From an optimization exercise on the open Yosys and OpenROAD flow, aimed at small area, a short achievable clock period and few clock cycles per item; shortcuts taken in it are not production practice.
At most, simulation tests tie the RTL to the original design; equivalence was not proved.

==> flow/design.v <==
`default_nettype none
package pipe_pkg;
    typedef logic [4:0] reg_addr_t;
    typedef logic [31:0] word_t;
    typedef logic [31:0] inst_addr_t;
    typedef logic [31:0] data_addr_t;
    typedef enum logic [3:0] {
        ADD = 4'd0,
        SUB = 4'd1,
        AND = 4'd2,
        OR  = 4'd3,
        XOR = 4'd4,
        SLT = 4'd5,
        SLL = 4'd6,
        SRL = 4'd7,
        BEQ = 4'd8,
        BNE = 4'd9,
        LW  = 4'd10,
        SW  = 4'd11,
        NOP = 4'd12
    } cmd_t;
    typedef struct packed {
        cmd_t       cmd;
        inst_addr_t pc;
        word_t      rs1;
        word_t      rs2;
        word_t      imm;
        reg_addr_t  rd;
    } issue_t;
    typedef struct packed {
        cmd_t       cmdtype;
        reg_addr_t  rsd_addr;
        word_t      rsd_data;
        logic       write_rsd;
        logic       branch;
        inst_addr_t branch_address;
        data_addr_t mem_addr;
        logic       mem_read;
    } ex_mem_t;
    typedef struct packed {
        reg_addr_t rd;
        word_t     data;
    } wb_t;
    typedef logic [5:0] stall_t;
    localparam int STALL_EX  = 3;
    localparam int STALL_MEM = 4;
endpackage
`default_nettype wire
`timescale 1ns/1ps
`default_nettype none
module ex_mem_top #(
    parameter int DMEM_WORDS = 16
) (
    input  logic        clk_in,
    input  logic        reset,
    input  logic        rdy_in,
    input  logic [3:0]  issue_cmd,
    input  logic [31:0] issue_pc,
    input  logic [31:0] issue_rs1,
    input  logic [31:0] issue_rs2,
    input  logic [31:0] issue_imm,
    input  logic [4:0]  issue_rd,
    input  logic        issue_strobe,
    output logic        ex_busy,
    output logic [4:0]  wb_rd,
    output logic [31:0] wb_data,
    output logic        wb_strobe,
    output logic        branch_taken,
    output logic [31:0] branch_target
);
    localparam logic [3:0] C_ADD = 4'd0;
    localparam logic [3:0] C_SUB = 4'd1;
    localparam logic [3:0] C_AND = 4'd2;
    localparam logic [3:0] C_OR  = 4'd3;
    localparam logic [3:0] C_XOR = 4'd4;
    localparam logic [3:0] C_SLT = 4'd5;
    localparam logic [3:0] C_SLL = 4'd6;
    localparam logic [3:0] C_SRL = 4'd7;
    localparam logic [3:0] C_BEQ = 4'd8;
    localparam logic [3:0] C_BNE = 4'd9;
    localparam logic [3:0] C_LW  = 4'd10;
    localparam logic [3:0] C_SW  = 4'd11;
    assign ex_busy = !rdy_in;
    logic accept;
    assign accept = issue_strobe && rdy_in;
    logic        d_br, d_sll, d_shift, d_inv, d_sw, d_wb, d_taken;
    logic [31:0] d_rs1, d_a, d_b;
    logic [5:0]  d_addr;
    always_comb begin
        d_br    = (issue_cmd == C_BEQ) || (issue_cmd == C_BNE);
        d_sll   = (issue_cmd == C_SLL);
        d_shift = (issue_cmd == C_SLL) || (issue_cmd == C_SRL);
        d_inv   = (issue_cmd == C_SUB) || (issue_cmd == C_SLT);
        d_sw    = (issue_cmd == C_SW);
        d_wb    = (issue_cmd <= C_SRL) || (issue_cmd == C_LW);
        d_taken = ((issue_rs1 == issue_rs2) == (issue_cmd == C_BEQ)) && d_br;
        d_addr  = issue_rs1[5:0] + issue_imm[5:0];
        for (int i = 0; i < 32; i++) d_rs1[i] = d_sll ? issue_rs1[31-i] : issue_rs1[i];
        if (d_shift && issue_rs2[4]) d_rs1 = {16'd0, d_rs1[31:16]};
        d_a = d_br ? issue_pc : (d_sw ? 32'd0 : d_rs1);
        d_b = d_br ? issue_imm : (d_inv ? ~issue_rs2 : issue_rs2);
    end
    logic        s_wb, s_br, s_sw;
    logic [31:0] s_a, s_p;
    logic        s_cin, s_g0, s_and, s_xor;
    logic        s_sum, s_slt, s_srl, s_sll;
    logic [15:0] s_sel;
    logic [3:0]  s_sh;
    logic [4:0]  s_rd;
    always_ff @(posedge clk_in) begin
        if (reset) begin
            s_wb <= 1'b0;
            s_br <= 1'b0;
            s_sw <= 1'b0;
        end else begin
            s_wb <= accept && d_wb;
            s_br <= accept && d_taken;
            s_sw <= accept && d_sw;
        end
    end
    always_ff @(posedge clk_in) begin
        s_a   <= d_a;
        s_p   <= d_a ^ d_b;
        s_cin <= d_inv;
        s_g0  <= (d_a[0] ^ d_b[0]) ? d_inv : d_a[0];
        s_and <= (issue_cmd == C_AND) || (issue_cmd == C_OR);
        s_xor <= (issue_cmd == C_XOR) || (issue_cmd == C_OR);
        s_sum <= (issue_cmd == C_ADD) || (issue_cmd == C_SUB) || d_br;
        s_slt <= (issue_cmd == C_SLT);
        s_srl <= (issue_cmd == C_SRL);
        s_sll <= d_sll;
        for (int w = 0; w < 16; w++)
            s_sel[w] <= (d_addr[5:2] == 4'(w)) && ((issue_cmd == C_LW) || d_sw);
        s_sh  <= issue_rs2[3:0];
        s_rd  <= issue_rd;
    end
    logic [31:0] dmem [DMEM_WORDS];
    logic [31:0] gn, pg, pp, ng, np, sum, lg, sh, sh_rev, rdata, result;
    logic        lt;
    int          j;
    always_comb begin
        gn = s_a & ~s_p;
        pg = gn;
        pp = s_p;
        pg[0] = s_g0;
        for (int l = 0; l < 5; l++) begin
            ng = pg;
            np = pp;
            for (int i = 0; i < 32; i++) begin
                if ((i >> l) & 1) begin
                    j = ((i >> l) << l) - 1;
                    ng[i] = pg[i] | (pp[i] & pg[j]);
                    np[i] = pp[i] & pp[j];
                end
            end
            pg = ng;
            pp = np;
        end
        sum = s_p ^ {pg[30:0], s_cin};
        lg  = ({32{s_and}} & gn) | ({32{s_xor}} & s_p);
        lt  = s_p[31] ? !pg[30] : s_a[31];
        sh  = s_a >> s_sh;
        for (int i = 0; i < 32; i++) sh_rev[i] = sh[31-i];
        rdata = '0;
        for (int w = 0; w < 16; w++) rdata = rdata | ({32{s_sel[w]}} & dmem[w]);
        result = ({32{s_sum}} & sum) | lg | {31'd0, s_slt & lt} |
                 ({32{s_srl}} & sh) | ({32{s_sll}} & sh_rev) |
                 rdata;
    end
    always_ff @(posedge clk_in) begin
        for (int w = 0; w < 16; w++) begin
            if (s_sw && s_sel[w]) dmem[w] <= s_p;
        end
    end
    logic        pend_wb, pend_br;
    logic [31:0] res;
    logic [4:0]  res_rd;
    always_ff @(posedge clk_in) begin
        if (reset) begin
            wb_strobe    <= 1'b0;
            branch_taken <= 1'b0;
            pend_wb      <= 1'b0;
            pend_br      <= 1'b0;
        end else begin
            wb_strobe    <= rdy_in && (s_wb || pend_wb);
            branch_taken <= rdy_in && (s_br || pend_br);
            pend_wb      <= !rdy_in && (s_wb || pend_wb);
            pend_br      <= !rdy_in && (s_br || pend_br);
        end
    end
    always_ff @(posedge clk_in) begin
        if (s_wb || s_br) begin
            res    <= result;
            res_rd <= s_rd;
        end
    end
    assign wb_data       = res;
    assign branch_target = res;
    assign wb_rd         = res_rd;
endmodule
`default_nettype wire
export LEC_CHECK = 0
export CAP_MARGIN = 20
export CORE_MARGIN = 2
export CORE_UTILIZATION = 60
export CTS_BUF_LIST = sky130_fd_sc_hd__clkbuf_8
export CTS_CLUSTER_DIAMETER = 50
export CTS_CLUSTER_SIZE = 16
export SETUP_SLACK_MARGIN = 2.8
export SLEW_MARGIN = 20
export TNS_END_PERCENT = 100
create_clock -name core_clock -period 5.0 [get_ports {clk_in}]
run.sh (not shown) runs the stock make flow with config.mk's settings and CLKGATE_MAP_FILE= SYNTH_SCRIPT=/design/flow/synth_recipe.tcl, a recipe that flattens the netlist after the stock synthesis.
The first run ran to the end with no violations.
Testbench counts at the start, summed over its fixed seeds: cycles 16,016, ops 16,000.
Next try:
--- a/flow/design.v
+++ b/flow/design.v
@@ -96,17 +96,19 @@
         d_taken = ((issue_rs1 == issue_rs2) == (issue_cmd == C_BEQ)) && d_br;
         d_addr  = issue_rs1[5:0] + issue_imm[5:0];
         for (int i = 0; i < 32; i++) d_rs1[i] = d_sll ? issue_rs1[31-i] : issue_rs1[i];
         if (d_shift && issue_rs2[4]) d_rs1 = {16'd0, d_rs1[31:16]};
+        if (d_shift && issue_rs2[3]) d_rs1 = {8'd0, d_rs1[31:8]};
+        if (d_shift && issue_rs2[2]) d_rs1 = {4'd0, d_rs1[31:4]};
         d_a = d_br ? issue_pc : (d_sw ? 32'd0 : d_rs1);
         d_b = d_br ? issue_imm : (d_inv ? ~issue_rs2 : issue_rs2);
     end
     logic        s_wb, s_br, s_sw;
     logic [31:0] s_a, s_p;
     logic        s_cin, s_g0, s_and, s_xor;
     logic        s_sum, s_slt, s_srl, s_sll;
     logic [15:0] s_sel;
-    logic [3:0]  s_sh;
+    logic [1:0]  s_sh;
     logic [4:0]  s_rd;
     always_ff @(posedge clk_in) begin
         if (reset) begin
             s_wb <= 1'b0;
@@ -130,9 +132,9 @@
         s_srl <= (issue_cmd == C_SRL);
         s_sll <= d_sll;
         for (int w = 0; w < 16; w++)
             s_sel[w] <= (d_addr[5:2] == 4'(w)) && ((issue_cmd == C_LW) || d_sw);
-        s_sh  <= issue_rs2[3:0];
+        s_sh  <= issue_rs2[1:0];
         s_rd  <= issue_rd;
     end
     logic [31:0] dmem [DMEM_WORDS];
     logic [31:0] gn, pg, pp, ng, np, sum, lg, sh, sh_rev, rdata, result;
Global-route usage grows by 0.33 points; register-to-register slack gets worse by 0.12 ns; design area grows by 0.83%; worst hold slack stays flat; cell count grows by 0.90%.
For the second run of this note, only the layout was checked, not whether the RTL still works.

[port drivers added, routing unchanged]
Ports are ideal in the flow. The routed layouts listed here were re-timed in OpenROAD. Step 1 sets driving cells, clkbuf_16 on the clock port and buf_2 on the other inputs (assumed; they add their load-dependent delay and slew). Step 2 adds t to the input delays and takes it off the output delays; t is the mean of the earliest and latest rising clock arrival at the registers after step 1. Input paths then give back, and output paths get back, about the clock's delay inside the block. a / b / c = no drivers / after step 1 / after step 2; a / b = the first two.
run	t, ns	slack for setup (ns)	worst setup path after step 2	slew at the worst register clock pin (ns)	cell pins on the clock port's net
the first run	0.748	2.558 / 2.558 / 2.147	input to register	0.11 / 0.11	1
the second run	0.742	2.438 / 2.438 / 1.939	input to register	0.11 / 0.11	1
After both steps setup and hold are still met in every run listed. For the second run, which loses most, drivers alone change the setup slack by 0.000 ns; drivers and shift together by -0.499 ns.
